This design comes from an exercise in tuning for a short achievable clock period and few clock cycles on the open sky130 flow, not from production work. In this exercise RTL edits were held to simulation tests only and were not proved equivalent to the original.

==> flow/design.v, too long to show whole: its modules and the start of the top module <==
// module cube_map_face_select_unit: 1691 lines
// module cmfs_top: 33 lines
module cmfs_top (
	input  logic        clk,
	input  logic        arst_n,
	input  logic        start,
	output logic        busy,
	input  logic [15:0] dir_x,
	input  logic [15:0] dir_y,
	input  logic [15:0] dir_z,
	output logic        done,
	output logic [2:0]  face,
	output logic [12:0] coord_u,
	output logic [12:0] coord_v,
	output logic        zero_vector
);
  // ...
==> flow/run.sh <==
#!/bin/bash
# synth_recipe.tcl (not shown) runs the flow's synth.tcl, then flattens the netlist and writes it again
# the make line also repeats each setting of config.mk as NAME=value (left out here)
make -C /OpenROAD-flow-scripts/flow DESIGN_CONFIG=/design/flow/config.mk WORK_HOME=/design/flow/orfs CLKGATE_MAP_FILE= SYNTH_SCRIPT=/design/flow/synth_recipe.tcl finish
==> flow/config.mk <==
export PLATFORM = sky130hd
export DESIGN_NAME = cmfs_top
export DESIGN_NICKNAME = cmfs_top
export VERILOG_FILES = /design/flow/design.v
export SDC_FILE = /design/flow/constraint.sdc
export NUM_CORES = 4
export LEC_CHECK = 0
export CAP_MARGIN = 20
export CORE_MARGIN = 2
export CORE_UTILIZATION = 40
export SLEW_MARGIN = 20
==> flow/constraint.sdc <==
create_clock -name core_clock -period 4.5 [get_ports {clk}]
set_input_delay 0.9000 -clock core_clock [delete_from_list [all_inputs] [get_ports {clk}]]
set_output_delay 0.9000 -clock core_clock [all_outputs]
set_load 0.01 [all_outputs]
==> run notes, run 1 <==
- Root Driver: clkbuf_16
- Pre-CTS setup slack: -6.66 ns
- Num rows: 412
- Top-count cell post-synth: ha_1
- Met2 Resource Use GR: 100%
- DP HPWL: 4,050,000 microns
- Global-route wire length before repair: roughly 8,000,000 microns
- Flops & latches, synth: between 1,500 and 2,000
- Vias in the first global route: slightly below 800k
- Synth Area in XOR/XNOR: 7.74%
- Most Crowded Layer GR: met2
- Status: aborted with a tool error
- Mapped cell area: 0.505 sq mm
- Top cell type by total area after synthesis: ha_1
- IO Pins: 83
- Total grt overflow: 47,500
- H-Tree Depth: 5
- Number of synthesized flops with an enable pin: 0
- Placed Instance Area: 0.737 sq mm
- Hold_buf cts: 1
- Adder-cell area share of the yosys netlist: between 30% and 40%
- Seq/Total Area, Yosys: ~7%
- Post-synth top flop: dfxtp_1
- Largest net degree at the start of global routing: 115
- Mux contribution to synthesized area: 0.966%
- Async SR Flop Fraction: less than 1%
- Clock sink count: ~1,800
- Last stage the flow got to: 5_1_grt
- Unique cell type count in the Yosys netlist: ~130
- Synth top area cells: ha_1, dfxtp_1, fa_1
- Clock Path Buffers: 5
- Die width: about 1100 microns
- Die H: 1130 microns
- Stop err: [ERROR GRT-0116] Global routing finished with congestion. Check the congestion regions in the DRC Viewer.
- Main combinational cell family by area after synthesis: adder cells
- Dpl cells: between 100k and 150k
- Synth warnings: 1
- Post-cts sizing count: between 1,000 and 1,500
Testbench counts, summed over its fixed seeds: cycles 24,000.
==> run 2: changes to the inputs <==
==> flow/design.v (replaced) <==
package cmfs_pkg;
	localparam int COMPONENT_BITS = 16;
	localparam int FRAC_BITS      = 12;
	localparam int MAG_W   = COMPONENT_BITS;      
	localparam int ACC_W   = COMPONENT_BITS + 1;  
	localparam int COORD_W = FRAC_BITS + 1;       
	localparam logic [COORD_W-1:0] COORD_HALF = COORD_W'(1) << (FRAC_BITS - 1);
	localparam logic [2:0] FACE_POS_X = 3'd0;
	localparam logic [2:0] FACE_NEG_X = 3'd1;
	localparam logic [2:0] FACE_POS_Y = 3'd2;
	localparam logic [2:0] FACE_NEG_Y = 3'd3;
	localparam logic [2:0] FACE_POS_Z = 3'd4;
	localparam logic [2:0] FACE_NEG_Z = 3'd5;
	typedef struct packed {
		logic signed [COMPONENT_BITS-1:0] dir_x;
		logic signed [COMPONENT_BITS-1:0] dir_y;
		logic signed [COMPONENT_BITS-1:0] dir_z;
	} cmfs_in_t;
	typedef struct packed {
		logic [2:0]         face;
		logic [COORD_W-1:0] coord_u;
		logic [COORD_W-1:0] coord_v;
		logic               zero_vector;
	} cmfs_out_t;
endpackage
import cmfs_pkg::*;
module cmfs_csa #(parameter int W = 8) (
	input  logic [W-1:0] a,
	input  logic [W-1:0] b,
	input  logic [W-1:0] c,
	output logic [W-1:0] s,
	output logic [W-1:0] t
);
	assign s = a ^ b ^ c;
	assign t = {((a[W-2:0] & b[W-2:0]) | (a[W-2:0] & c[W-2:0]) | (b[W-2:0] & c[W-2:0])), 1'b0};
endmodule
module cmfs_sum4 #(parameter int W = 8, parameter int N = 4) (
	input  logic [W-1:0] o0,
	input  logic [W-1:0] o1,
	input  logic [W-1:0] o2,
	input  logic [W-1:0] o3,
	output logic [W-1:0] s
);
	if (N == 1) begin : g_1
		assign s = o0;
	end else if (N == 2) begin : g_2
		assign s = o0 + o1;
	end else if (N == 3) begin : g_3
		logic [W-1:0] s1, t1;
		cmfs_csa #(W) u_c1 (.a(o0), .b(o1), .c(o2), .s(s1), .t(t1));
		assign s = s1 + t1;
	end else begin : g_4
		logic [W-1:0] s1, t1, s2, t2;
		cmfs_csa #(W) u_c1 (.a(o0), .b(o1), .c(o2), .s(s1), .t(t1));
		cmfs_csa #(W) u_c2 (.a(s1), .b(t1), .c(o3), .s(s2), .t(t2));
		assign s = s2 + t2;
	end
endmodule
module cmfs_cs4 #(parameter int W = 8, parameter int N = 4) (
	input  logic [W-1:0] o0,
	input  logic [W-1:0] o1,
	input  logic [W-1:0] o2,
	input  logic [W-1:0] o3,
	output logic [W-1:0] s,
	output logic [W-1:0] t
);
	if (N == 1) begin : g_1
		assign s = o0;
		assign t = '0;
	end else if (N == 2) begin : g_2
		assign s = o0;
		assign t = o1;
	end else if (N == 3) begin : g_3
		cmfs_csa #(W) u_c1 (.a(o0), .b(o1), .c(o2), .s(s), .t(t));
	end else begin : g_4
		logic [W-1:0] s1, t1;
		cmfs_csa #(W) u_c1 (.a(o0), .b(o1), .c(o2), .s(s1), .t(t1));
		cmfs_csa #(W) u_c2 (.a(s1), .b(t1), .c(o3), .s(s), .t(t));
	end
endmodule
module cube_map_face_select_unit (
	input  logic                clk,
	input  logic                arst_n,
	input  logic                start,
	output logic                busy,
	input  cmfs_pkg::cmfs_in_t  dir,
	output logic                done,
	output cmfs_pkg::cmfs_out_t res
);
	assign busy = 1'b0;
	wire [16:0] x = {dir.dir_x[15], dir.dir_x};
	wire [16:0] y = {dir.dir_y[15], dir.dir_y};
	wire [16:0] z = {dir.dir_z[15], dir.dir_z};
	wire sx = x[16], sy = y[16], sz = z[16];
	wire [16:0] nx = 17'd0 - x, ny = 17'd0 - y, nz = 17'd0 - z;    
	wire [16:0] dx = x - 17'd1, dy = y - 17'd1, dz = z - 17'd1;    
	wire [16:0] ax = sx ? nx : x;
	wire [16:0] ay = sy ? ny : y;
	wire [16:0] az = sz ? nz : z;
	wire z_major = (az >= ax) && (az >= ay);
	wire y_major = !z_major && (ay >= ax);
	wire x_major = !z_major && !y_major;
	wire zero_c = (x == 17'd0) && (y == 17'd0) && (z == 17'd0);
	wire zpos = !sz && (z != 17'd0);
	wire ypos = !sy && (y != 17'd0);
	wire xpos = !sx && (x != 17'd0);
	wire [2:0] face_c = z_major ? (zpos ? FACE_POS_Z : FACE_NEG_Z) :
	                    y_major ? (ypos ? FACE_POS_Y : FACE_NEG_Y) :
	                              (xpos ? FACE_POS_X : FACE_NEG_X);
	logic vld_1;
	always_ff @(posedge clk or negedge arst_n)
		if (!arst_n) vld_1 <= 1'b0;
		else         vld_1 <= start;
	logic [16:0] x_1, y_1, z_1, nx_1, ny_1, nz_1, dx_1, dy_1, dz_1;
	logic        xm_1, ym_1, xp_1, yp_1, zp_1, zero_1;
	logic [2:0]  face_1;
	always_ff @(posedge clk) begin
		x_1 <= x; y_1 <= y; z_1 <= z;
		nx_1 <= nx; ny_1 <= ny; nz_1 <= nz;
		dx_1 <= dx; dy_1 <= dy; dz_1 <= dz;
		xm_1 <= x_major; ym_1 <= y_major;
		xp_1 <= xpos; yp_1 <= ypos; zp_1 <= zpos;
		zero_1 <= zero_c;
		face_1 <= face_c;
	end
	logic        zero_1b;
	wire sx1 = x_1[16], sy1 = y_1[16], sz1 = z_1[16];
	wire [16:0] m   = xm_1 ? (sx1 ? nx_1 : x_1) : ym_1 ? (sy1 ? ny_1 : y_1) : (sz1 ? nz_1 : z_1);
	wire [16:0] mm1 = xm_1 ? (sx1 ? ~x_1 : dx_1) : ym_1 ? (sy1 ? ~y_1 : dy_1) : (sz1 ? ~z_1 : dz_1);
	wire [16:0] uc = xm_1 ? (xp_1 ? nz_1 : z_1) : ym_1 ? x_1 : (zp_1 ? x_1 : nx_1);
	wire        un = xm_1 ? (xp_1 ? !sz1 : sz1) : ym_1 ? sx1 : (zp_1 ? sx1 : !sx1);
	wire [16:0] vc = xm_1 ? y_1 : ym_1 ? (yp_1 ? nz_1 : z_1) : y_1;
	wire        vn = xm_1 ? sy1 : ym_1 ? (yp_1 ? !sz1 : sz1) : sy1;
	wire [21:0] wP = {5'd0, m};
	wire [21:0] wQ = ~{{5{mm1[16]}}, mm1};
	wire [21:0] u_pM = un ? wQ : wP, u_nM = un ? wP : wQ;
	wire [21:0] v_pM = vn ? wQ : wP, v_nM = vn ? wP : wQ;
	wire [21:0] u_U = {{0{uc[16]}}, uc, 5'b0};
	wire [21:0] v_U = {{0{vc[16]}}, vc, 5'b0};
	logic [21:0] gus [0:32];
	logic [21:0] gut [0:32];
	logic [21:0] gvs [0:32];
	logic [21:0] gvt [0:32];
	cmfs_cs4 #(22, 1) u_gu0 (.o0(u_U), .o1(22'd0), .o2(22'd0), .o3(22'd0), .s(gus[0]), .t(gut[0]));
	cmfs_cs4 #(22, 2) u_gu1 (.o0(u_U), .o1(u_nM), .o2(22'd0), .o3(22'd0), .s(gus[1]), .t(gut[1]));
	cmfs_cs4 #(22, 2) u_gu2 (.o0(u_U), .o1({u_nM[20:0], 1'b0}), .o2(22'd0), .o3(22'd0), .s(gus[2]), .t(gut[2]));
	cmfs_cs4 #(22, 3) u_gu3 (.o0(u_U), .o1(u_pM), .o2({u_nM[19:0], 2'b0}), .o3(22'd0), .s(gus[3]), .t(gut[3]));
	cmfs_cs4 #(22, 2) u_gu4 (.o0(u_U), .o1({u_nM[19:0], 2'b0}), .o2(22'd0), .o3(22'd0), .s(gus[4]), .t(gut[4]));
	cmfs_cs4 #(22, 3) u_gu5 (.o0(u_U), .o1(u_nM), .o2({u_nM[19:0], 2'b0}), .o3(22'd0), .s(gus[5]), .t(gut[5]));
	cmfs_cs4 #(22, 3) u_gu6 (.o0(u_U), .o1({u_pM[20:0], 1'b0}), .o2({u_nM[18:0], 3'b0}), .o3(22'd0), .s(gus[6]), .t(gut[6]));
	cmfs_cs4 #(22, 3) u_gu7 (.o0(u_U), .o1(u_pM), .o2({u_nM[18:0], 3'b0}), .o3(22'd0), .s(gus[7]), .t(gut[7]));
	cmfs_cs4 #(22, 2) u_gu8 (.o0(u_U), .o1({u_nM[18:0], 3'b0}), .o2(22'd0), .o3(22'd0), .s(gus[8]), .t(gut[8]));
	cmfs_cs4 #(22, 3) u_gu9 (.o0(u_U), .o1(u_nM), .o2({u_nM[18:0], 3'b0}), .o3(22'd0), .s(gus[9]), .t(gut[9]));
	cmfs_cs4 #(22, 3) u_gu10 (.o0(u_U), .o1({u_nM[20:0], 1'b0}), .o2({u_nM[18:0], 3'b0}), .o3(22'd0), .s(gus[10]), .t(gut[10]));
	cmfs_cs4 #(22, 4) u_gu11 (.o0(u_U), .o1(u_pM), .o2({u_pM[19:0], 2'b0}), .o3({u_nM[17:0], 4'b0}), .s(gus[11]), .t(gut[11]));
	cmfs_cs4 #(22, 3) u_gu12 (.o0(u_U), .o1({u_pM[19:0], 2'b0}), .o2({u_nM[17:0], 4'b0}), .o3(22'd0), .s(gus[12]), .t(gut[12]));
	cmfs_cs4 #(22, 4) u_gu13 (.o0(u_U), .o1(u_nM), .o2({u_pM[19:0], 2'b0}), .o3({u_nM[17:0], 4'b0}), .s(gus[13]), .t(gut[13]));
	cmfs_cs4 #(22, 3) u_gu14 (.o0(u_U), .o1({u_pM[20:0], 1'b0}), .o2({u_nM[17:0], 4'b0}), .o3(22'd0), .s(gus[14]), .t(gut[14]));
	cmfs_cs4 #(22, 3) u_gu15 (.o0(u_U), .o1(u_pM), .o2({u_nM[17:0], 4'b0}), .o3(22'd0), .s(gus[15]), .t(gut[15]));
	cmfs_cs4 #(22, 2) u_gu16 (.o0(u_U), .o1({u_nM[17:0], 4'b0}), .o2(22'd0), .o3(22'd0), .s(gus[16]), .t(gut[16]));
	cmfs_cs4 #(22, 3) u_gu17 (.o0(u_U), .o1(u_nM), .o2({u_nM[17:0], 4'b0}), .o3(22'd0), .s(gus[17]), .t(gut[17]));
	cmfs_cs4 #(22, 3) u_gu18 (.o0(u_U), .o1({u_nM[20:0], 1'b0}), .o2({u_nM[17:0], 4'b0}), .o3(22'd0), .s(gus[18]), .t(gut[18]));
	cmfs_cs4 #(22, 4) u_gu19 (.o0(u_U), .o1(u_pM), .o2({u_nM[19:0], 2'b0}), .o3({u_nM[17:0], 4'b0}), .s(gus[19]), .t(gut[19]));
	cmfs_cs4 #(22, 3) u_gu20 (.o0(u_U), .o1({u_nM[19:0], 2'b0}), .o2({u_nM[17:0], 4'b0}), .o3(22'd0), .s(gus[20]), .t(gut[20]));
	cmfs_cs4 #(22, 4) u_gu21 (.o0(u_U), .o1(u_nM), .o2({u_nM[19:0], 2'b0}), .o3({u_nM[17:0], 4'b0}), .s(gus[21]), .t(gut[21]));
	cmfs_cs4 #(22, 4) u_gu22 (.o0(u_U), .o1({u_pM[20:0], 1'b0}), .o2({u_pM[18:0], 3'b0}), .o3({u_nM[16:0], 5'b0}), .s(gus[22]), .t(gut[22]));
	cmfs_cs4 #(22, 4) u_gu23 (.o0(u_U), .o1(u_pM), .o2({u_pM[18:0], 3'b0}), .o3({u_nM[16:0], 5'b0}), .s(gus[23]), .t(gut[23]));
	cmfs_cs4 #(22, 3) u_gu24 (.o0(u_U), .o1({u_pM[18:0], 3'b0}), .o2({u_nM[16:0], 5'b0}), .o3(22'd0), .s(gus[24]), .t(gut[24]));
	cmfs_cs4 #(22, 4) u_gu25 (.o0(u_U), .o1(u_nM), .o2({u_pM[18:0], 3'b0}), .o3({u_nM[16:0], 5'b0}), .s(gus[25]), .t(gut[25]));
	cmfs_cs4 #(22, 4) u_gu26 (.o0(u_U), .o1({u_nM[20:0], 1'b0}), .o2({u_pM[18:0], 3'b0}), .o3({u_nM[16:0], 5'b0}), .s(gus[26]), .t(gut[26]));
	cmfs_cs4 #(22, 4) u_gu27 (.o0(u_U), .o1(u_pM), .o2({u_pM[19:0], 2'b0}), .o3({u_nM[16:0], 5'b0}), .s(gus[27]), .t(gut[27]));
	cmfs_cs4 #(22, 3) u_gu28 (.o0(u_U), .o1({u_pM[19:0], 2'b0}), .o2({u_nM[16:0], 5'b0}), .o3(22'd0), .s(gus[28]), .t(gut[28]));
	cmfs_cs4 #(22, 4) u_gu29 (.o0(u_U), .o1(u_nM), .o2({u_pM[19:0], 2'b0}), .o3({u_nM[16:0], 5'b0}), .s(gus[29]), .t(gut[29]));
	cmfs_cs4 #(22, 3) u_gu30 (.o0(u_U), .o1({u_pM[20:0], 1'b0}), .o2({u_nM[16:0], 5'b0}), .o3(22'd0), .s(gus[30]), .t(gut[30]));
	cmfs_cs4 #(22, 3) u_gu31 (.o0(u_U), .o1(u_pM), .o2({u_nM[16:0], 5'b0}), .o3(22'd0), .s(gus[31]), .t(gut[31]));
	cmfs_cs4 #(22, 2) u_gu32 (.o0(u_U), .o1({u_nM[16:0], 5'b0}), .o2(22'd0), .o3(22'd0), .s(gus[32]), .t(gut[32]));
	cmfs_cs4 #(22, 1) u_gv0 (.o0(v_U), .o1(22'd0), .o2(22'd0), .o3(22'd0), .s(gvs[0]), .t(gvt[0]));
	cmfs_cs4 #(22, 2) u_gv1 (.o0(v_U), .o1(v_nM), .o2(22'd0), .o3(22'd0), .s(gvs[1]), .t(gvt[1]));
	cmfs_cs4 #(22, 2) u_gv2 (.o0(v_U), .o1({v_nM[20:0], 1'b0}), .o2(22'd0), .o3(22'd0), .s(gvs[2]), .t(gvt[2]));
	cmfs_cs4 #(22, 3) u_gv3 (.o0(v_U), .o1(v_pM), .o2({v_nM[19:0], 2'b0}), .o3(22'd0), .s(gvs[3]), .t(gvt[3]));
	cmfs_cs4 #(22, 2) u_gv4 (.o0(v_U), .o1({v_nM[19:0], 2'b0}), .o2(22'd0), .o3(22'd0), .s(gvs[4]), .t(gvt[4]));
	cmfs_cs4 #(22, 3) u_gv5 (.o0(v_U), .o1(v_nM), .o2({v_nM[19:0], 2'b0}), .o3(22'd0), .s(gvs[5]), .t(gvt[5]));
	cmfs_cs4 #(22, 3) u_gv6 (.o0(v_U), .o1({v_pM[20:0], 1'b0}), .o2({v_nM[18:0], 3'b0}), .o3(22'd0), .s(gvs[6]), .t(gvt[6]));
	cmfs_cs4 #(22, 3) u_gv7 (.o0(v_U), .o1(v_pM), .o2({v_nM[18:0], 3'b0}), .o3(22'd0), .s(gvs[7]), .t(gvt[7]));
	cmfs_cs4 #(22, 2) u_gv8 (.o0(v_U), .o1({v_nM[18:0], 3'b0}), .o2(22'd0), .o3(22'd0), .s(gvs[8]), .t(gvt[8]));
	cmfs_cs4 #(22, 3) u_gv9 (.o0(v_U), .o1(v_nM), .o2({v_nM[18:0], 3'b0}), .o3(22'd0), .s(gvs[9]), .t(gvt[9]));
	cmfs_cs4 #(22, 3) u_gv10 (.o0(v_U), .o1({v_nM[20:0], 1'b0}), .o2({v_nM[18:0], 3'b0}), .o3(22'd0), .s(gvs[10]), .t(gvt[10]));
	cmfs_cs4 #(22, 4) u_gv11 (.o0(v_U), .o1(v_pM), .o2({v_pM[19:0], 2'b0}), .o3({v_nM[17:0], 4'b0}), .s(gvs[11]), .t(gvt[11]));
	cmfs_cs4 #(22, 3) u_gv12 (.o0(v_U), .o1({v_pM[19:0], 2'b0}), .o2({v_nM[17:0], 4'b0}), .o3(22'd0), .s(gvs[12]), .t(gvt[12]));
	cmfs_cs4 #(22, 4) u_gv13 (.o0(v_U), .o1(v_nM), .o2({v_pM[19:0], 2'b0}), .o3({v_nM[17:0], 4'b0}), .s(gvs[13]), .t(gvt[13]));
	cmfs_cs4 #(22, 3) u_gv14 (.o0(v_U), .o1({v_pM[20:0], 1'b0}), .o2({v_nM[17:0], 4'b0}), .o3(22'd0), .s(gvs[14]), .t(gvt[14]));
	cmfs_cs4 #(22, 3) u_gv15 (.o0(v_U), .o1(v_pM), .o2({v_nM[17:0], 4'b0}), .o3(22'd0), .s(gvs[15]), .t(gvt[15]));
	cmfs_cs4 #(22, 2) u_gv16 (.o0(v_U), .o1({v_nM[17:0], 4'b0}), .o2(22'd0), .o3(22'd0), .s(gvs[16]), .t(gvt[16]));
	cmfs_cs4 #(22, 3) u_gv17 (.o0(v_U), .o1(v_nM), .o2({v_nM[17:0], 4'b0}), .o3(22'd0), .s(gvs[17]), .t(gvt[17]));
	cmfs_cs4 #(22, 3) u_gv18 (.o0(v_U), .o1({v_nM[20:0], 1'b0}), .o2({v_nM[17:0], 4'b0}), .o3(22'd0), .s(gvs[18]), .t(gvt[18]));
	cmfs_cs4 #(22, 4) u_gv19 (.o0(v_U), .o1(v_pM), .o2({v_nM[19:0], 2'b0}), .o3({v_nM[17:0], 4'b0}), .s(gvs[19]), .t(gvt[19]));
	cmfs_cs4 #(22, 3) u_gv20 (.o0(v_U), .o1({v_nM[19:0], 2'b0}), .o2({v_nM[17:0], 4'b0}), .o3(22'd0), .s(gvs[20]), .t(gvt[20]));
	cmfs_cs4 #(22, 4) u_gv21 (.o0(v_U), .o1(v_nM), .o2({v_nM[19:0], 2'b0}), .o3({v_nM[17:0], 4'b0}), .s(gvs[21]), .t(gvt[21]));
	cmfs_cs4 #(22, 4) u_gv22 (.o0(v_U), .o1({v_pM[20:0], 1'b0}), .o2({v_pM[18:0], 3'b0}), .o3({v_nM[16:0], 5'b0}), .s(gvs[22]), .t(gvt[22]));
	cmfs_cs4 #(22, 4) u_gv23 (.o0(v_U), .o1(v_pM), .o2({v_pM[18:0], 3'b0}), .o3({v_nM[16:0], 5'b0}), .s(gvs[23]), .t(gvt[23]));
	cmfs_cs4 #(22, 3) u_gv24 (.o0(v_U), .o1({v_pM[18:0], 3'b0}), .o2({v_nM[16:0], 5'b0}), .o3(22'd0), .s(gvs[24]), .t(gvt[24]));
	cmfs_cs4 #(22, 4) u_gv25 (.o0(v_U), .o1(v_nM), .o2({v_pM[18:0], 3'b0}), .o3({v_nM[16:0], 5'b0}), .s(gvs[25]), .t(gvt[25]));
	cmfs_cs4 #(22, 4) u_gv26 (.o0(v_U), .o1({v_nM[20:0], 1'b0}), .o2({v_pM[18:0], 3'b0}), .o3({v_nM[16:0], 5'b0}), .s(gvs[26]), .t(gvt[26]));
	cmfs_cs4 #(22, 4) u_gv27 (.o0(v_U), .o1(v_pM), .o2({v_pM[19:0], 2'b0}), .o3({v_nM[16:0], 5'b0}), .s(gvs[27]), .t(gvt[27]));
	cmfs_cs4 #(22, 3) u_gv28 (.o0(v_U), .o1({v_pM[19:0], 2'b0}), .o2({v_nM[16:0], 5'b0}), .o3(22'd0), .s(gvs[28]), .t(gvt[28]));
	cmfs_cs4 #(22, 4) u_gv29 (.o0(v_U), .o1(v_nM), .o2({v_pM[19:0], 2'b0}), .o3({v_nM[16:0], 5'b0}), .s(gvs[29]), .t(gvt[29]));
	cmfs_cs4 #(22, 3) u_gv30 (.o0(v_U), .o1({v_pM[20:0], 1'b0}), .o2({v_nM[16:0], 5'b0}), .o3(22'd0), .s(gvs[30]), .t(gvt[30]));
	cmfs_cs4 #(22, 3) u_gv31 (.o0(v_U), .o1(v_pM), .o2({v_nM[16:0], 5'b0}), .o3(22'd0), .s(gvs[31]), .t(gvt[31]));
	cmfs_cs4 #(22, 2) u_gv32 (.o0(v_U), .o1({v_nM[16:0], 5'b0}), .o2(22'd0), .o3(22'd0), .s(gvs[32]), .t(gvt[32]));
	wire [21:0] qP = {5'd0, m};
	wire [21:0] qQ = ~{{5{mm1[16]}}, mm1};
	logic [21:0] mk [1:63];
	wire [21:0] mks1, mkt1;
	cmfs_cs4 #(22, 1) u_m1 (.o0(qP), .o1(22'd0), .o2(22'd0), .o3(22'd0), .s(mks1), .t(mkt1));
	logic [21:0] mks1_1b, mkt1_1b;
	always_ff @(posedge clk) begin mks1_1b <= mks1; mkt1_1b <= mkt1; end
	assign mk[1] = mks1_1b + mkt1_1b;
	wire [21:0] mks3, mkt3;
	cmfs_cs4 #(22, 2) u_m3 (.o0(qQ), .o1({qP[19:0], 2'b0}), .o2(22'd0), .o3(22'd0), .s(mks3), .t(mkt3));
	logic [21:0] mks3_1b, mkt3_1b;
	always_ff @(posedge clk) begin mks3_1b <= mks3; mkt3_1b <= mkt3; end
	assign mk[3] = mks3_1b + mkt3_1b;
	wire [21:0] mks5, mkt5;
	cmfs_cs4 #(22, 2) u_m5 (.o0(qP), .o1({qP[19:0], 2'b0}), .o2(22'd0), .o3(22'd0), .s(mks5), .t(mkt5));
	logic [21:0] mks5_1b, mkt5_1b;
	always_ff @(posedge clk) begin mks5_1b <= mks5; mkt5_1b <= mkt5; end
	assign mk[5] = mks5_1b + mkt5_1b;
	wire [21:0] mks7, mkt7;
	cmfs_cs4 #(22, 2) u_m7 (.o0(qQ), .o1({qP[18:0], 3'b0}), .o2(22'd0), .o3(22'd0), .s(mks7), .t(mkt7));
	logic [21:0] mks7_1b, mkt7_1b;
	always_ff @(posedge clk) begin mks7_1b <= mks7; mkt7_1b <= mkt7; end
	assign mk[7] = mks7_1b + mkt7_1b;
	wire [21:0] mks9, mkt9;
	cmfs_cs4 #(22, 2) u_m9 (.o0(qP), .o1({qP[18:0], 3'b0}), .o2(22'd0), .o3(22'd0), .s(mks9), .t(mkt9));
	logic [21:0] mks9_1b, mkt9_1b;
	always_ff @(posedge clk) begin mks9_1b <= mks9; mkt9_1b <= mkt9; end
	assign mk[9] = mks9_1b + mkt9_1b;
	wire [21:0] mks11, mkt11;
	cmfs_cs4 #(22, 3) u_m11 (.o0(qQ), .o1({qQ[19:0], 2'b0}), .o2({qP[17:0], 4'b0}), .o3(22'd0), .s(mks11), .t(mkt11));
	logic [21:0] mks11_1b, mkt11_1b;
	always_ff @(posedge clk) begin mks11_1b <= mks11; mkt11_1b <= mkt11; end
	assign mk[11] = mks11_1b + mkt11_1b;
	wire [21:0] mks13, mkt13;
	cmfs_cs4 #(22, 3) u_m13 (.o0(qP), .o1({qQ[19:0], 2'b0}), .o2({qP[17:0], 4'b0}), .o3(22'd0), .s(mks13), .t(mkt13));
	logic [21:0] mks13_1b, mkt13_1b;
	always_ff @(posedge clk) begin mks13_1b <= mks13; mkt13_1b <= mkt13; end
	assign mk[13] = mks13_1b + mkt13_1b;
	wire [21:0] mks15, mkt15;
	cmfs_cs4 #(22, 2) u_m15 (.o0(qQ), .o1({qP[17:0], 4'b0}), .o2(22'd0), .o3(22'd0), .s(mks15), .t(mkt15));
	logic [21:0] mks15_1b, mkt15_1b;
	always_ff @(posedge clk) begin mks15_1b <= mks15; mkt15_1b <= mkt15; end
	assign mk[15] = mks15_1b + mkt15_1b;
	wire [21:0] mks17, mkt17;
	cmfs_cs4 #(22, 2) u_m17 (.o0(qP), .o1({qP[17:0], 4'b0}), .o2(22'd0), .o3(22'd0), .s(mks17), .t(mkt17));
	logic [21:0] mks17_1b, mkt17_1b;
	always_ff @(posedge clk) begin mks17_1b <= mks17; mkt17_1b <= mkt17; end
	assign mk[17] = mks17_1b + mkt17_1b;
	wire [21:0] mks19, mkt19;
	cmfs_cs4 #(22, 3) u_m19 (.o0(qQ), .o1({qP[19:0], 2'b0}), .o2({qP[17:0], 4'b0}), .o3(22'd0), .s(mks19), .t(mkt19));
	logic [21:0] mks19_1b, mkt19_1b;
	always_ff @(posedge clk) begin mks19_1b <= mks19; mkt19_1b <= mkt19; end
	assign mk[19] = mks19_1b + mkt19_1b;
	wire [21:0] mks21, mkt21;
	cmfs_cs4 #(22, 3) u_m21 (.o0(qP), .o1({qP[19:0], 2'b0}), .o2({qP[17:0], 4'b0}), .o3(22'd0), .s(mks21), .t(mkt21));
	logic [21:0] mks21_1b, mkt21_1b;
	always_ff @(posedge clk) begin mks21_1b <= mks21; mkt21_1b <= mkt21; end
	assign mk[21] = mks21_1b + mkt21_1b;
	wire [21:0] mks23, mkt23;
	cmfs_cs4 #(22, 3) u_m23 (.o0(qQ), .o1({qQ[18:0], 3'b0}), .o2({qP[16:0], 5'b0}), .o3(22'd0), .s(mks23), .t(mkt23));
	logic [21:0] mks23_1b, mkt23_1b;
	always_ff @(posedge clk) begin mks23_1b <= mks23; mkt23_1b <= mkt23; end
	assign mk[23] = mks23_1b + mkt23_1b;
	wire [21:0] mks25, mkt25;
	cmfs_cs4 #(22, 3) u_m25 (.o0(qP), .o1({qQ[18:0], 3'b0}), .o2({qP[16:0], 5'b0}), .o3(22'd0), .s(mks25), .t(mkt25));
	logic [21:0] mks25_1b, mkt25_1b;
	always_ff @(posedge clk) begin mks25_1b <= mks25; mkt25_1b <= mkt25; end
	assign mk[25] = mks25_1b + mkt25_1b;
	wire [21:0] mks27, mkt27;
	cmfs_cs4 #(22, 3) u_m27 (.o0(qQ), .o1({qQ[19:0], 2'b0}), .o2({qP[16:0], 5'b0}), .o3(22'd0), .s(mks27), .t(mkt27));
	logic [21:0] mks27_1b, mkt27_1b;
	always_ff @(posedge clk) begin mks27_1b <= mks27; mkt27_1b <= mkt27; end
	assign mk[27] = mks27_1b + mkt27_1b;
	wire [21:0] mks29, mkt29;
	cmfs_cs4 #(22, 3) u_m29 (.o0(qP), .o1({qQ[19:0], 2'b0}), .o2({qP[16:0], 5'b0}), .o3(22'd0), .s(mks29), .t(mkt29));
	logic [21:0] mks29_1b, mkt29_1b;
	always_ff @(posedge clk) begin mks29_1b <= mks29; mkt29_1b <= mkt29; end
	assign mk[29] = mks29_1b + mkt29_1b;
	wire [21:0] mks31, mkt31;
	cmfs_cs4 #(22, 2) u_m31 (.o0(qQ), .o1({qP[16:0], 5'b0}), .o2(22'd0), .o3(22'd0), .s(mks31), .t(mkt31));
	logic [21:0] mks31_1b, mkt31_1b;
	always_ff @(posedge clk) begin mks31_1b <= mks31; mkt31_1b <= mkt31; end
	assign mk[31] = mks31_1b + mkt31_1b;
	wire [21:0] mks33, mkt33;
	cmfs_cs4 #(22, 2) u_m33 (.o0(qP), .o1({qP[16:0], 5'b0}), .o2(22'd0), .o3(22'd0), .s(mks33), .t(mkt33));
	logic [21:0] mks33_1b, mkt33_1b;
	always_ff @(posedge clk) begin mks33_1b <= mks33; mkt33_1b <= mkt33; end
	assign mk[33] = mks33_1b + mkt33_1b;
	wire [21:0] mks35, mkt35;
	cmfs_cs4 #(22, 3) u_m35 (.o0(qQ), .o1({qP[19:0], 2'b0}), .o2({qP[16:0], 5'b0}), .o3(22'd0), .s(mks35), .t(mkt35));
	logic [21:0] mks35_1b, mkt35_1b;
	always_ff @(posedge clk) begin mks35_1b <= mks35; mkt35_1b <= mkt35; end
	assign mk[35] = mks35_1b + mkt35_1b;
	wire [21:0] mks37, mkt37;
	cmfs_cs4 #(22, 3) u_m37 (.o0(qP), .o1({qP[19:0], 2'b0}), .o2({qP[16:0], 5'b0}), .o3(22'd0), .s(mks37), .t(mkt37));
	logic [21:0] mks37_1b, mkt37_1b;
	always_ff @(posedge clk) begin mks37_1b <= mks37; mkt37_1b <= mkt37; end
	assign mk[37] = mks37_1b + mkt37_1b;
	wire [21:0] mks39, mkt39;
	cmfs_cs4 #(22, 3) u_m39 (.o0(qQ), .o1({qP[18:0], 3'b0}), .o2({qP[16:0], 5'b0}), .o3(22'd0), .s(mks39), .t(mkt39));
	logic [21:0] mks39_1b, mkt39_1b;
	always_ff @(posedge clk) begin mks39_1b <= mks39; mkt39_1b <= mkt39; end
	assign mk[39] = mks39_1b + mkt39_1b;
	wire [21:0] mks41, mkt41;
	cmfs_cs4 #(22, 3) u_m41 (.o0(qP), .o1({qP[18:0], 3'b0}), .o2({qP[16:0], 5'b0}), .o3(22'd0), .s(mks41), .t(mkt41));
	logic [21:0] mks41_1b, mkt41_1b;
	always_ff @(posedge clk) begin mks41_1b <= mks41; mkt41_1b <= mkt41; end
	assign mk[41] = mks41_1b + mkt41_1b;
	wire [21:0] mks43, mkt43;
	cmfs_cs4 #(22, 4) u_m43 (.o0(qQ), .o1({qQ[19:0], 2'b0}), .o2({qQ[17:0], 4'b0}), .o3({qP[15:0], 6'b0}), .s(mks43), .t(mkt43));
	logic [21:0] mks43_1b, mkt43_1b;
	always_ff @(posedge clk) begin mks43_1b <= mks43; mkt43_1b <= mkt43; end
	assign mk[43] = mks43_1b + mkt43_1b;
	wire [21:0] mks45, mkt45;
	cmfs_cs4 #(22, 4) u_m45 (.o0(qP), .o1({qQ[19:0], 2'b0}), .o2({qQ[17:0], 4'b0}), .o3({qP[15:0], 6'b0}), .s(mks45), .t(mkt45));
	logic [21:0] mks45_1b, mkt45_1b;
	always_ff @(posedge clk) begin mks45_1b <= mks45; mkt45_1b <= mkt45; end
	assign mk[45] = mks45_1b + mkt45_1b;
	wire [21:0] mks47, mkt47;
	cmfs_cs4 #(22, 3) u_m47 (.o0(qQ), .o1({qQ[17:0], 4'b0}), .o2({qP[15:0], 6'b0}), .o3(22'd0), .s(mks47), .t(mkt47));
	logic [21:0] mks47_1b, mkt47_1b;
	always_ff @(posedge clk) begin mks47_1b <= mks47; mkt47_1b <= mkt47; end
	assign mk[47] = mks47_1b + mkt47_1b;
	wire [21:0] mks49, mkt49;
	cmfs_cs4 #(22, 3) u_m49 (.o0(qP), .o1({qQ[17:0], 4'b0}), .o2({qP[15:0], 6'b0}), .o3(22'd0), .s(mks49), .t(mkt49));
	logic [21:0] mks49_1b, mkt49_1b;
	always_ff @(posedge clk) begin mks49_1b <= mks49; mkt49_1b <= mkt49; end
	assign mk[49] = mks49_1b + mkt49_1b;
	wire [21:0] mks51, mkt51;
	cmfs_cs4 #(22, 4) u_m51 (.o0(qQ), .o1({qP[19:0], 2'b0}), .o2({qQ[17:0], 4'b0}), .o3({qP[15:0], 6'b0}), .s(mks51), .t(mkt51));
	logic [21:0] mks51_1b, mkt51_1b;
	always_ff @(posedge clk) begin mks51_1b <= mks51; mkt51_1b <= mkt51; end
	assign mk[51] = mks51_1b + mkt51_1b;
	wire [21:0] mks53, mkt53;
	cmfs_cs4 #(22, 4) u_m53 (.o0(qP), .o1({qP[19:0], 2'b0}), .o2({qQ[17:0], 4'b0}), .o3({qP[15:0], 6'b0}), .s(mks53), .t(mkt53));
	logic [21:0] mks53_1b, mkt53_1b;
	always_ff @(posedge clk) begin mks53_1b <= mks53; mkt53_1b <= mkt53; end
	assign mk[53] = mks53_1b + mkt53_1b;
	wire [21:0] mks55, mkt55;
	cmfs_cs4 #(22, 3) u_m55 (.o0(qQ), .o1({qQ[18:0], 3'b0}), .o2({qP[15:0], 6'b0}), .o3(22'd0), .s(mks55), .t(mkt55));
	logic [21:0] mks55_1b, mkt55_1b;
	always_ff @(posedge clk) begin mks55_1b <= mks55; mkt55_1b <= mkt55; end
	assign mk[55] = mks55_1b + mkt55_1b;
	wire [21:0] mks57, mkt57;
	cmfs_cs4 #(22, 3) u_m57 (.o0(qP), .o1({qQ[18:0], 3'b0}), .o2({qP[15:0], 6'b0}), .o3(22'd0), .s(mks57), .t(mkt57));
	logic [21:0] mks57_1b, mkt57_1b;
	always_ff @(posedge clk) begin mks57_1b <= mks57; mkt57_1b <= mkt57; end
	assign mk[57] = mks57_1b + mkt57_1b;
	wire [21:0] mks59, mkt59;
	cmfs_cs4 #(22, 3) u_m59 (.o0(qQ), .o1({qQ[19:0], 2'b0}), .o2({qP[15:0], 6'b0}), .o3(22'd0), .s(mks59), .t(mkt59));
	logic [21:0] mks59_1b, mkt59_1b;
	always_ff @(posedge clk) begin mks59_1b <= mks59; mkt59_1b <= mkt59; end
	assign mk[59] = mks59_1b + mkt59_1b;
	wire [21:0] mks61, mkt61;
	cmfs_cs4 #(22, 3) u_m61 (.o0(qP), .o1({qQ[19:0], 2'b0}), .o2({qP[15:0], 6'b0}), .o3(22'd0), .s(mks61), .t(mkt61));
	logic [21:0] mks61_1b, mkt61_1b;
	always_ff @(posedge clk) begin mks61_1b <= mks61; mkt61_1b <= mkt61; end
	assign mk[61] = mks61_1b + mkt61_1b;
	wire [21:0] mks63, mkt63;
	cmfs_cs4 #(22, 2) u_m63 (.o0(qQ), .o1({qP[15:0], 6'b0}), .o2(22'd0), .o3(22'd0), .s(mks63), .t(mkt63));
	logic [21:0] mks63_1b, mkt63_1b;
	always_ff @(posedge clk) begin mks63_1b <= mks63; mkt63_1b <= mkt63; end
	assign mk[63] = mks63_1b + mkt63_1b;
	assign mk[2] = {mk[1][20:0], 1'b0};
	assign mk[4] = {mk[2][20:0], 1'b0};
	assign mk[6] = {mk[3][20:0], 1'b0};
	assign mk[8] = {mk[4][20:0], 1'b0};
	assign mk[10] = {mk[5][20:0], 1'b0};
	assign mk[12] = {mk[6][20:0], 1'b0};
	assign mk[14] = {mk[7][20:0], 1'b0};
	assign mk[16] = {mk[8][20:0], 1'b0};
	assign mk[18] = {mk[9][20:0], 1'b0};
	assign mk[20] = {mk[10][20:0], 1'b0};
	assign mk[22] = {mk[11][20:0], 1'b0};
	assign mk[24] = {mk[12][20:0], 1'b0};
	assign mk[26] = {mk[13][20:0], 1'b0};
	assign mk[28] = {mk[14][20:0], 1'b0};
	assign mk[30] = {mk[15][20:0], 1'b0};
	assign mk[32] = {mk[16][20:0], 1'b0};
	assign mk[34] = {mk[17][20:0], 1'b0};
	assign mk[36] = {mk[18][20:0], 1'b0};
	assign mk[38] = {mk[19][20:0], 1'b0};
	assign mk[40] = {mk[20][20:0], 1'b0};
	assign mk[42] = {mk[21][20:0], 1'b0};
	assign mk[44] = {mk[22][20:0], 1'b0};
	assign mk[46] = {mk[23][20:0], 1'b0};
	assign mk[48] = {mk[24][20:0], 1'b0};
	assign mk[50] = {mk[25][20:0], 1'b0};
	assign mk[52] = {mk[26][20:0], 1'b0};
	assign mk[54] = {mk[27][20:0], 1'b0};
	assign mk[56] = {mk[28][20:0], 1'b0};
	assign mk[58] = {mk[29][20:0], 1'b0};
	assign mk[60] = {mk[30][20:0], 1'b0};
	assign mk[62] = {mk[31][20:0], 1'b0};
	logic [15:0] th [1:63];
	logic [63:1] tc;
	for (genvar k = 1; k < 64; k++) begin : g_th
		assign th[k] = zero_1b ? 16'hffff : {1'b0, mk[k][20:6]};
		assign tc[k] = zero_1b ? 1'b0 : (mk[k][5:0] == '0);
	end
	logic vld_1b;
	always_ff @(posedge clk or negedge arst_n)
		if (!arst_n) vld_1b <= 1'b0;
		else         vld_1b <= vld_1;
	logic [2:0]  face_1b;
	logic        un_1b, vn_1b;
	logic [21:0] gus_1b [0:32];
	logic [21:0] gut_1b [0:32];
	logic [21:0] gvs_1b [0:32];
	logic [21:0] gvt_1b [0:32];
	always_ff @(posedge clk) begin
		face_1b <= face_1;
		zero_1b <= zero_1;
		un_1b   <= un;
		vn_1b   <= vn;
		for (int i = 0; i <= 32; i++) begin
			gus_1b[i] <= gus[i]; gut_1b[i] <= gut[i];
			gvs_1b[i] <= gvs[i]; gvt_1b[i] <= gvt[i];
		end
	end
	logic [21:0] gu [0:32];
	logic [21:0] gv [0:32];
	always_comb
		for (int i = 0; i <= 32; i++) begin
			gu[i] = gus_1b[i] + gut_1b[i];
			gv[i] = gvs_1b[i] + gvt_1b[i];
		end
	logic vld_2;
	always_ff @(posedge clk or negedge arst_n)
		if (!arst_n) vld_2 <= 1'b0;
		else         vld_2 <= vld_1b;
	logic [32:0] geu, gev, ohu, ohv;
	always_comb begin
		for (int i = 0; i <= 32; i++) begin
			geu[i] = !gu[i][21];
			gev[i] = !gv[i][21];
		end
		for (int i = 0; i <= 32; i++) begin
			ohu[i] = geu[i] & (un_1b ? ((i == 0) ? 1'b1 : !geu[(i == 0) ? 0 : i-1]) : ((i == 32) ? 1'b1 : !geu[(i == 32) ? 32 : i+1]));
			ohv[i] = gev[i] & (vn_1b ? ((i == 0) ? 1'b1 : !gev[(i == 0) ? 0 : i-1]) : ((i == 32) ? 1'b1 : !gev[(i == 32) ? 32 : i+1]));
		end
	end
	logic [2:0]  face_2;
	logic        zero_2, un_2, vn_2;
	logic [32:0] ohu_2, ohv_2;
	logic [14:0] glu_2 [0:32];
	logic [14:0] glv_2 [0:32];
	logic [15:0] th_2 [1:63];
	logic [63:1] tc_2;
	always_ff @(posedge clk) begin
		face_2 <= face_1b;
		zero_2 <= zero_1b;
		un_2   <= un_1b;
		vn_2   <= vn_1b;
		ohu_2  <= ohu;
		ohv_2  <= ohv;
		tc_2   <= tc;
		for (int k = 1; k < 64; k++) th_2[k] <= th[k];
		for (int i = 0; i <= 32; i++) begin
			glu_2[i] <= gu[i][14:0];
			glv_2[i] <= gv[i][14:0];
		end
	end
	logic [14:0] r_u, r_v;
	logic [6:0]  h_u, h_v;
	always_comb begin
		r_u = '0; r_v = '0;
		h_u = zero_2 ? 7'd32 : 7'd0;
		h_v = zero_2 ? 7'd32 : 7'd0;
		for (int i = 0; i <= 32; i++) begin
			r_u = r_u | ({15{ohu_2[i]}} & glu_2[i]);
			r_v = r_v | ({15{ohv_2[i]}} & glv_2[i]);
			if (!zero_2) begin
				h_u = h_u | ({7{ohu_2[i]}} & (un_2 ? 7'(32 - i) : 7'(32 + i)));
				h_v = h_v | ({7{ohv_2[i]}} & (vn_2 ? 7'(32 - i) : 7'(32 + i)));
			end
		end
	end
	function automatic logic cmp_ge(input logic [15:0] a, input logic [15:0] b, input logic c);
		logic [17:0] t;
		t = {1'b0, a, c} + {1'b0, ~b, 1'b1};
		cmp_ge = t[17];
	endfunction
	logic [63:1] t_u, t_v;
	always_comb begin
		for (int k = 1; k < 64; k++) begin
			t_u[k] = cmp_ge({1'b0, r_u}, th_2[k], tc_2[k]);
			t_v[k] = cmp_ge({1'b0, r_v}, th_2[k], tc_2[k]);
		end
	end
	logic vld_3;
	always_ff @(posedge clk or negedge arst_n)
		if (!arst_n) vld_3 <= 1'b0;
		else         vld_3 <= vld_2;
	logic [2:0]  face_3;
	logic        zero_3;
	logic [64:0] t_u_3, t_v_3;
	logic [6:0]  h_u_3, h_v_3;
	always_ff @(posedge clk) begin
		face_3 <= face_2;
		zero_3 <= zero_2;
		h_u_3  <= h_u;
		h_v_3  <= h_v;
		t_u_3  <= {1'b0, t_u, 1'b1};
		t_v_3  <= {1'b0, t_v, 1'b1};
	end
	logic [5:0] l_u, l_v;
	always_comb begin
		l_u = '0; l_v = '0;
		for (int k = 1; k < 64; k++) begin
			if (t_u_3[k] && !t_u_3[k+1]) l_u = l_u | 6'(k);
			if (t_v_3[k] && !t_v_3[k+1]) l_v = l_v | 6'(k);
		end
	end
	assign done            = vld_3;
	assign res.face        = face_3;
	assign res.coord_u     = {h_u_3, l_u};
	assign res.coord_v     = {h_v_3, l_v};
	assign res.zero_vector = zero_3;
endmodule
module cmfs_top (
	input  logic        clk,
	input  logic        arst_n,
	input  logic        start,
	output logic        busy,
	input  logic [15:0] dir_x,
	input  logic [15:0] dir_y,
	input  logic [15:0] dir_z,
	output logic        done,
	output logic [2:0]  face,
	output logic [12:0] coord_u,
	output logic [12:0] coord_v,
	output logic        zero_vector
);
	cmfs_pkg::cmfs_in_t  dir_w;
	cmfs_pkg::cmfs_out_t res_w;
	assign dir_w.dir_x = dir_x;
	assign dir_w.dir_y = dir_y;
	assign dir_w.dir_z = dir_z;
	cube_map_face_select_unit u_unit (
		.clk    (clk),
		.arst_n (arst_n),
		.start  (start),
		.busy   (busy),
		.dir    (dir_w),
		.done   (done),
		.res    (res_w)
	);
	assign face        = res_w.face;
	assign coord_u     = res_w.coord_u;
	assign coord_v     = res_w.coord_v;
	assign zero_vector = res_w.zero_vector;
endmodule
==> flow/config.mk (replaced) <==
export PLATFORM = sky130hd
export DESIGN_NAME = cmfs_top
export DESIGN_NICKNAME = cmfs_top
export VERILOG_FILES = /design/flow/design.v
export SDC_FILE = /design/flow/constraint.sdc
export NUM_CORES = 4
export LEC_CHECK = 0
export CAP_MARGIN = 20
export CORE_MARGIN = 2
export CORE_UTILIZATION = 40
export SETUP_SLACK_MARGIN = 0.5
export SLEW_MARGIN = 20
export TNS_END_PERCENT = 30
==> run 2 against run 1 <==
Effect of this change: now clean on timing, DRC and antenna; synthesized area decreased by 54%; synthesized cell count decreased by 65%.
==> run notes, run 2 <==
- Max_slew headroom: between 20 and 25%
- Fmax: 243 MHz
- Adder-cell area share of the yosys netlist: 31.1% (was 33.9%)
- Setup TNS: 0 ns
- Unique cell type count in the Yosys netlist: 98 (was 129)
- Top cell type by total area after synthesis: dfxtp_1 (was ha_1)
- Final Setup Violations: 0
- Worst-skew pair later-pin latency: 1.10 ns
- Seq/Total Area, Yosys: 35.9% (was 7.21%)
- Main combinational cell family by area after synthesis: adder cells (unchanged)
- CP dominant cell by count: a21o_1
- Max-cap violation count: 0
- Number of synthesized flops with an enable pin: 0 (unchanged)
- Drt total wl: 795,000 microns
- Synth top area cells: dfxtp_1, ha_1, fa_1 (was ha_1, dfxtp_1, fa_1)
- Yosys top cell area share: 35.9% (was 25.7%)
- RSZ-0062 raised after global routing: yes
- Port buffer count: 81 (unchanged)
- Worst reg2reg path depth: 14
- Placeable Area: between 0.5 and 0.6 sq mm
- Clock sink count: 4,138 (was 1,820)
- Worst R2R Start: u_unit.ohu_2[31]
- Largest register by flop count: u_unit.th_2
- Worst reg2reg setup slack: 0.39 ns
- Mux contribution to synthesized area: 0.919% (was 0.966%)
- Final Slew Violations: 0
- Vias in the first global route: approximately 170k
- Complex-gate fraction of the synthesized area: 14.1% (was 28.8%)
- Most frequent cells in the layout: dfxtp_1, ha_1, inv_1
- Drt drc: 0
- All-Layer GR Usage: 26.7%
- Status: complete, no violations (was aborted with a tool error)
- Critical Path Source: u_unit.ohu_2[31]
- Die H: 763 microns (was 1130 microns)
- H-Tree Depth: 5 (unchanged)
- Layout cells sized above 1: 9.28%
- Min-delay worst type: in2async
- Vias: about 170k
- R2R Path End: u_unit.t_u_3[59]
- Global-route wire length before repair: about 1,100,000 microns
- Synth Area in XOR/XNOR: 3.89% (was 7.74%)
- Max stage delay cell, worst path: or4b_4
- DP HPWL: 597,000 microns (was 4,050,000 microns)
- Largest register FFs: about 510
- Die area: around 0.58 sq mm
- Root Driver: clkbuf_16 (unchanged)
- Commonest non-fill, non-tap cell in the layout: dfxtp_1
- Simple-gate share of the synthesized area: 7.99% (was 14.8%)
- Crit path largest cell delay: about 0.62 ns
- Post-synth top flop: dfxtp_1 (unchanged)
- Final period util: 91.3%
- ANT nets after route: 0
- Critical Path End Type: register
- Actual slew at the worst max-slew pin: around 1.2 ns
- Worst EP required: 5.33 ns
- CTS tree: yes
- Fin crit period: slightly above 4 ns
- Top-count cell post-synth: dfxtp_1 (was ha_1)
- Cell Chain, Critical Path: or4_4 -> or4b_4 -> a22o_4 -> buf_6 -> buf_12 -> ha_1 -> a21o_1 -> a21o_1 -> a21o_1 -> a21o_1 -> a21o_1 -> a21o_1 -> a31oi_1 -> a2111oi_1
- Drt initial violations: approximately 14,000
- Mapped cell area: 0.230 sq mm (was 0.505 sq mm)
- Syn avg cell area: 10.1 sq um (was 7.76 sq um)
- Avg WL per Cell: 25.0 microns
- CP max FO: 8
- # fillers: 53,300
- Final net count: 28,800
- Synth warnings: 27 (was 1)
- Num rows: 278 (was 412)
- Skew final: between 0.1 and 0.15 ns
- Setup crit start kind: register
- Final Hold Fails: 0
- Synth top cells by count: dfxtp_1, ha_1, inv_1 (was ha_1, inv_1, a21oi_1)
- Total grt overflow: 0
- GPL Wtd Cong: 0.955 (was 1.38)
- Area Growth Syn to Fin: 15.1%
- Hold_buf cts: 0 (was 1)
- Reg clk slew, reported paths: about 0.060 ns
- Die width: 763 microns (was 1130 microns)
- IO Pins: 83 (unchanged)
- Largest regs: u_unit.th_2 (508), u_unit.gus_1b (445), u_unit.gvs_1b (444)
- Flops & latches, synth: 4,138 (was 1,820)
- Setup CP Type: reg2reg
- Async SR Flop Fraction: 0.0967% (was 0.0549%)
- Initial Util: 40.2% (was 40.1%)
- DR vias/cell: between 5 and 6
- Largest net degree at the start of global routing: about 120
- Synthesized instance count: 22,700 (was 65,100)
- WP data arrival: about 4.9 ns
- Clock Path Buffers: 4 (was 5)
- Router iterations before antenna repair: 9
- Total CTS buffers: 453 (was 290)
- Initial antenna violation count: 33
==> run 2: cell types whose count changed after synthesis, sizes merged, moves of 1284 or more <==
cell    delta
inv     -2181
nor2    -3326
nand2   -2683
buf     -1284
ha      -6854
o21ai   -2870
dfxtp   +2315
clkbuf  -1343
xnor2   -2642
a21oi   -3818
==> run 2: worst max path at each step <==
stage / end / cells after the start / slack (ns)
floorplan: u_unit.gvs_1b[13][10] / 12 / -0.45
global placement: u_unit.ym_1 / 18 / -0.45
detailed placement: u_unit.ym_1 / 18 / -0.46
CTS: u_unit.t_v_3[11] / 12 / 0.32
global route: u_unit.t_u_3[63] / 14 / 0.36
finish: u_unit.t_u_3[59] / 14 / 0.39
==> run 2: what timing repair did <==
item                       CTS  global route
pin swaps                   37            64
resized for setup          124           126
buffers inserted            16            39
cloned                       9             2
setup endpoints to repair  175           353
==> run 2: area by class of cell <==
class	count	area [sq um]	share of cell area (%)
Antenna cell	16	40.0	0.0151
Timing Repair Buffer	899	8260	3.11
Multi-Input combinational cell	14900	136000	51.1
Sequential cell	4138	83000	31.3
Clock inverter	201	2630	0.993
Clock buffer	634	13000	4.91
Inverter	3489	13300	5.00
Tap cell	7560	9460	3.57
==> run 2: cell families after synthesis <==
family	Yosys count
compound gates	4964
xor+xnor	1025
fa+ha+maj	4900
buf+inv	3728
flops	4138
mux	209
other cells	1
simple gates	3772
==> run 2: through the flow <==
stage,cells,setup WS (ns),instance area (sq um),utilization (%),hold slack [ns]
after floorplan,22700,-0.452,232000,-,0.310
after global placement,30900,-0.448,248000,43.2,0.310
after detailed placement,30900,-0.459,248000,43.2,0.312
after CTS,31800,0.317,264000,46.1,0.0199
after global routing,31800,0.356,265000,46.3,0.0790
final,31800,0.390,265000,46.3,0.106
==> run 2: worst max-delay path: cells and delay by family (launching register included) <==
family | cells | cell delay [ns]
fa+ha+maj | 1 | 0.28
flops | 1 | 0.31
compound gates | 9 | 1.68
buf+inv | 2 | 0.36
simple gates | 2 | 1.16
==> run 2: layer usage <==
layer | part of all wire (%) | up-vias | GRT usage (%)
li1 | - | 79900 | -
met1 | 44 | 81700 | 35.9
met2 | 44 | 5664 | 42.3
met3 | 6.9 | 1557 | 4.02
met4 | 5.5 | 8 | 12.0
met5 | 0.0067 | - | 0
Testbench counts of run 2, summed over its fixed seeds: cycles 96,000.
==> run 3: changes to the inputs <==
--- a/flow/config.mk
+++ b/flow/config.mk
@@ -9,5 +9,5 @@
 export CORE_MARGIN = 2
 export CORE_UTILIZATION = 40
-export SETUP_SLACK_MARGIN = 0.5
+export SETUP_SLACK_MARGIN = 1.0
 export SLEW_MARGIN = 20
 export TNS_END_PERCENT = 30
==> run 3 against run 2 <==
Effect of this change: worst setup slack improved by 0.26 ns; first-iteration DRC count rose by 13%; fmax rose by 6.8%; via count rose by 2.2%; synthesized area did not move; utilization rose by 1.6 points; count of clock-buffer cells in the layout rose by 20; largest cell class unchanged; highest routed layer unchanged.
==> run notes, run 3 <==
- Worst reg2reg setup slack: 0.65 ns (was 0.39 ns)
- WP data arrival: 4.71 ns (was 4.94 ns)
- Vias in the first global route: 168,000 (was 166,000)
- Drt total wl: 830,000 microns (was 795,000 microns)
- Flops & latches, synth: 4,138 (unchanged)
- Total CTS buffers: 453 (unchanged)
- Unique cell type count in the Yosys netlist: 98 (unchanged)
- Router iterations before antenna repair: 9 (unchanged)
- Num rows: 278 (unchanged)
- Worst EP required: 5.36 ns (was 5.33 ns)
- Final net count: 29,100 (was 28,800)
- Synth top cells by count: dfxtp_1, ha_1, inv_1 (unchanged)
- Final period util: 85.5% (was 91.3%)
- DP HPWL: 594,000 microns (was 597,000 microns)
- Drt initial violations: 15,400 (was 13,600)
- Mapped cell area: 0.230 sq mm (unchanged)
- Max_slew headroom: 20.4% (was 21.6%)
- Post-synth top flop: dfxtp_1 (unchanged)
- R2R Path End: u_unit.t_u_3[15] (was u_unit.t_u_3[59])
- Area Growth Syn to Fin: 19.0% (was 15.1%)
- Largest register FFs: 508 (unchanged)
- PnR worst setup slack: 0.651 ns (was 0.390 ns)
- Initial Util: 40.2% (unchanged)
- Die width: 763 microns (unchanged)
- Port buffer count: 81 (unchanged)
- Vias: 173,000 (was 169,000)
- Root Driver: clkbuf_16 (unchanged)
- CP max FO: 50 (was 8)
- CTS tree: yes (unchanged)
- Die H: 763 microns (unchanged)
- Top-count cell post-synth: dfxtp_1 (unchanged)
- Fin cells: 32,100 (was 31,800)
- Max-cap violation count: 0 (unchanged)
- Total grt overflow: 0 (unchanged)
- Layout cells sized above 1: 13.3% (was 9.28%)
- Drt drc: 0 (unchanged)
- Reg clk slew, reported paths: 0.06 ns (about the same)
- Top cell type by total area after synthesis: dfxtp_1 (unchanged)
- Status: complete, no violations (unchanged)
- Number of synthesized flops with an enable pin: 0 (unchanged)
- Dpl cells: 30,900 (about the same)
- Critical Path Source: u_unit.ohu_2[20] (was u_unit.ohu_2[31])
- Pre-CTS setup slack: -0.431 ns (was -0.459 ns)
- Synthesized instance count: 22,700 (unchanged)
- Syn avg cell area: 10.1 sq um (unchanged)
- Clock sink count: 4,138 (unchanged)
- DR vias/cell: 5.38 (was 5.31)
- Finished Cell Area: 0.274 sq mm (was 0.265 sq mm)
- IO Pins: 83 (unchanged)
- Largest regs: u_unit.th_2 (508), u_unit.gus_1b (445), u_unit.gvs_1b (444) (unchanged)
- # fillers: 52,500 (was 53,300)
- Seq/Total Area, Yosys: 35.9% (unchanged)
- Avg WL per Cell: 25.9 microns (was 25.0 microns)
- Global-route wire length before repair: 1,160,000 microns (was 1,140,000 microns)
- Final Setup Violations: 0 (unchanged)
- Critical Path Sink: u_unit.t_u_3[15] (was u_unit.t_u_3[59])
- Initial antenna violation count: 42 (was 33)
- Critical Path End Type: register (unchanged)
- Synth top area cells: dfxtp_1, ha_1, fa_1 (unchanged)
- Min-delay worst type: in2reg (was in2async)
- Setup CP Type: reg2reg (unchanged)
- Fmax: 260 MHz (was 243 MHz)
- Register area: 0.0831 sq mm (was 0.0830 sq mm)
- Skew final: 0.150 ns (was 0.139 ns)
- Actual slew at the worst max-slew pin: 1.19 ns (was 1.17 ns)
- Placed Instance Area: 0.248 sq mm (about the same)
- Multi-input gate area: 0.140 sq mm (was 0.136 sq mm)
- Die area: 0.582 sq mm (unchanged)
- Largest register by flop count: u_unit.th_2 (unchanged)
- Async SR Flop Fraction: 0.0967% (unchanged)
- Largest net degree at the start of global routing: 96 (was 115)
- Commonest non-fill, non-tap cell in the layout: dfxtp_1 (unchanged)
- Final Slew Violations: 0 (unchanged)
- Fin crit period: 3.85 ns (was 4.11 ns)
- Worst-skew pair later-pin latency: 1.10 ns (about the same)
- Synth warnings: 27 (unchanged)
- Placeable Area: 0.574 sq mm (unchanged)
- Clock Path Buffers: 4 (unchanged)
- Most frequent cells in the layout: dfxtp_1, ha_1, inv_1 (unchanged)
- ANT nets after route: 0 (unchanged)
- GPL Wtd Cong: 0.960 (was 0.955)
- Worst R2R Start: u_unit.ohu_2[20] (was u_unit.ohu_2[31])
- RSZ-0062 raised after global routing: yes (unchanged)
- Final Hold Fails: 0 (unchanged)
- Yosys top cell area share: 35.9% (unchanged)
- All-Layer GR Usage: 27.2% (was 26.7%)
- Worst reg2reg path depth: 15 (was 14)
- Hold Crit Start: dir_z[0]
- Setup crit start kind: register (unchanged)
- H-Tree Depth: 5 (unchanged)
[run 3: changes by cell type in the layout (fill, tap and decap cells not counted), sizes merged, moves of 2 or more]
cell           delta
a22o              -2
clkinv            -8
clkdlybuf4s15     -3
inv              -25
clkinvlp          -5
bufbuf            +3
dlymetal6s2s     +12
bufinv            +7
nand2             -2
clkdlybuf4s50    -16
buf             +269
clkbuf           +47
dlygate4sd2       -7
[run 3: critical path, stage by stage (launching register included)]
cell     delay (ns)
dfxtp_2        0.50
buf_4          0.30
a22oi_1        0.51
nand3_1        0.14
nor3_1         0.20
buf_4          0.17
nand2_4        0.09
buf_12         0.22
ha_1           0.37
a21oi_1        0.12
nor2b_1        0.05
o21ai_0        0.15
nand2_1        0.15
a41oi_1        0.19
or3_1          0.17
nor2_1         0.06
[run 3: how the worst min path moves through the flow]
stage,end,slack (ns),cells past startpoint
floorplan,u_unit.face_1b[0],0.31,0
global placement,u_unit.glv_2[31][4],0.31,0
detailed placement,u_unit.glv_2[25][3],0.31,0
CTS,u_unit.vld_1,0.03,1
global route,u_unit.nz_1[0],0.03,2
finish,u_unit.nz_1[0],0.06,2
[run 3: layout make-up]
class	count	share of cell area (%)
Antenna cell	16	0.0146
Clock buffer	654	4.82
Sequential cell	4138	30.3
Tap cell	7560	3.45
Inverter	3489	4.88
Timing Repair Buffer	1185	4.59
Clock inverter	170	0.909
Multi-Input combinational cell	14900	51.0
[run 3: repair_timing]
| item | CTS | global route |
|---|---|---|
| gates cloned | 25 | 25 |
| setup endpoints to repair | 1525 | 981 |
| hold buffers | 0 | 1 |
| pin swaps | 405 | 662 |
| setup buffers | 134 | 198 |
| endpoints found under the hold margin | 0 | 1 |
| gates resized for setup | 523 | 910 |
[run 3: metal layers]
| layer | share of wire (%) | GRT usage [%] | wire length [microns] |
|---|---|---|---|
| met1 | 43 | 36.7 | 354000 |
| met2 | 43 | 42.7 | 359000 |
| met3 | 7.6 | 3.90 | 63400 |
| met4 | 6.4 | 13.6 | 53300 |
| met5 | 0.013 | 0 | 107 |
[run 3: logic make-up after synthesis]
kind of cell    Yosys count  share of synthesized area (%)
other cells               1                        0.00163
mux                     209                          0.919
compound gates         4964                           14.1
buf+inv                3728                           6.08
flops                  4138                           35.9
xor+xnor               1025                           3.89
simple gates           3772                           7.99
fa+ha+maj              4900                           31.1
[run 3: through the flow]
| step | util (%) | TNS, ns | hold slack, ns |
|---|---|---|---|
| 4_1_cts | 46.6 | 0 | 0.0325 |
| 5_1_grt | 47.8 | 0 | 0.0300 |
| 2_1_floorplan | - | -55.60 | 0.310 |
| 3_5_place_dp | 43.2 | -1.77 | 0.312 |
| 3_3_place_gp | 43.2 | -1.76 | 0.310 |
| 6_report | 47.8 | 0 | 0.0611 |

what the ideal ports hide:
The flow's constraints put no driver on any port. The routed layouts listed below were extracted and timed again, unchanged, in two steps. Step 1: set_driving_cell puts a clkbuf_16 on clk and a buf_2 on each other input, an assumption about the parent block. Step 2 adds t to the input delays and takes it off the output delays; t is the mean of the earliest and latest rising clock arrival at the registers after step 1. Input paths then give back, and output paths get back, about the clock's delay inside the block. Three values: ideal, step 1, step 2; two values: the first two.
| run | shift t [ns] | slack for setup (ns) | worst hold slack (ns) | worst setup path after step 2 | worst register clock-pin slew, ns | worst data-port slew with drivers (ns) |
|---|---|---|---|---|---|---|
| run 2 | 1.154 | 0.390 / 0.384 / -0.464 | 0.106 / 0.009 / 0.324 | input to register | 0.07 / 0.07 | 0.06 |
| run 3 | 1.174 | 0.651 / 0.651 / -0.133 | 0.061 / -0.059 / 0.294 | input to register | 0.07 / 0.07 | 0.06 |
Met with ideal ports but missed after step 2: setup timing in run 2 and run 3. The setup slack of run 2, which loses most, moves by -0.006 ns with the drivers and by -0.854 ns with both steps.
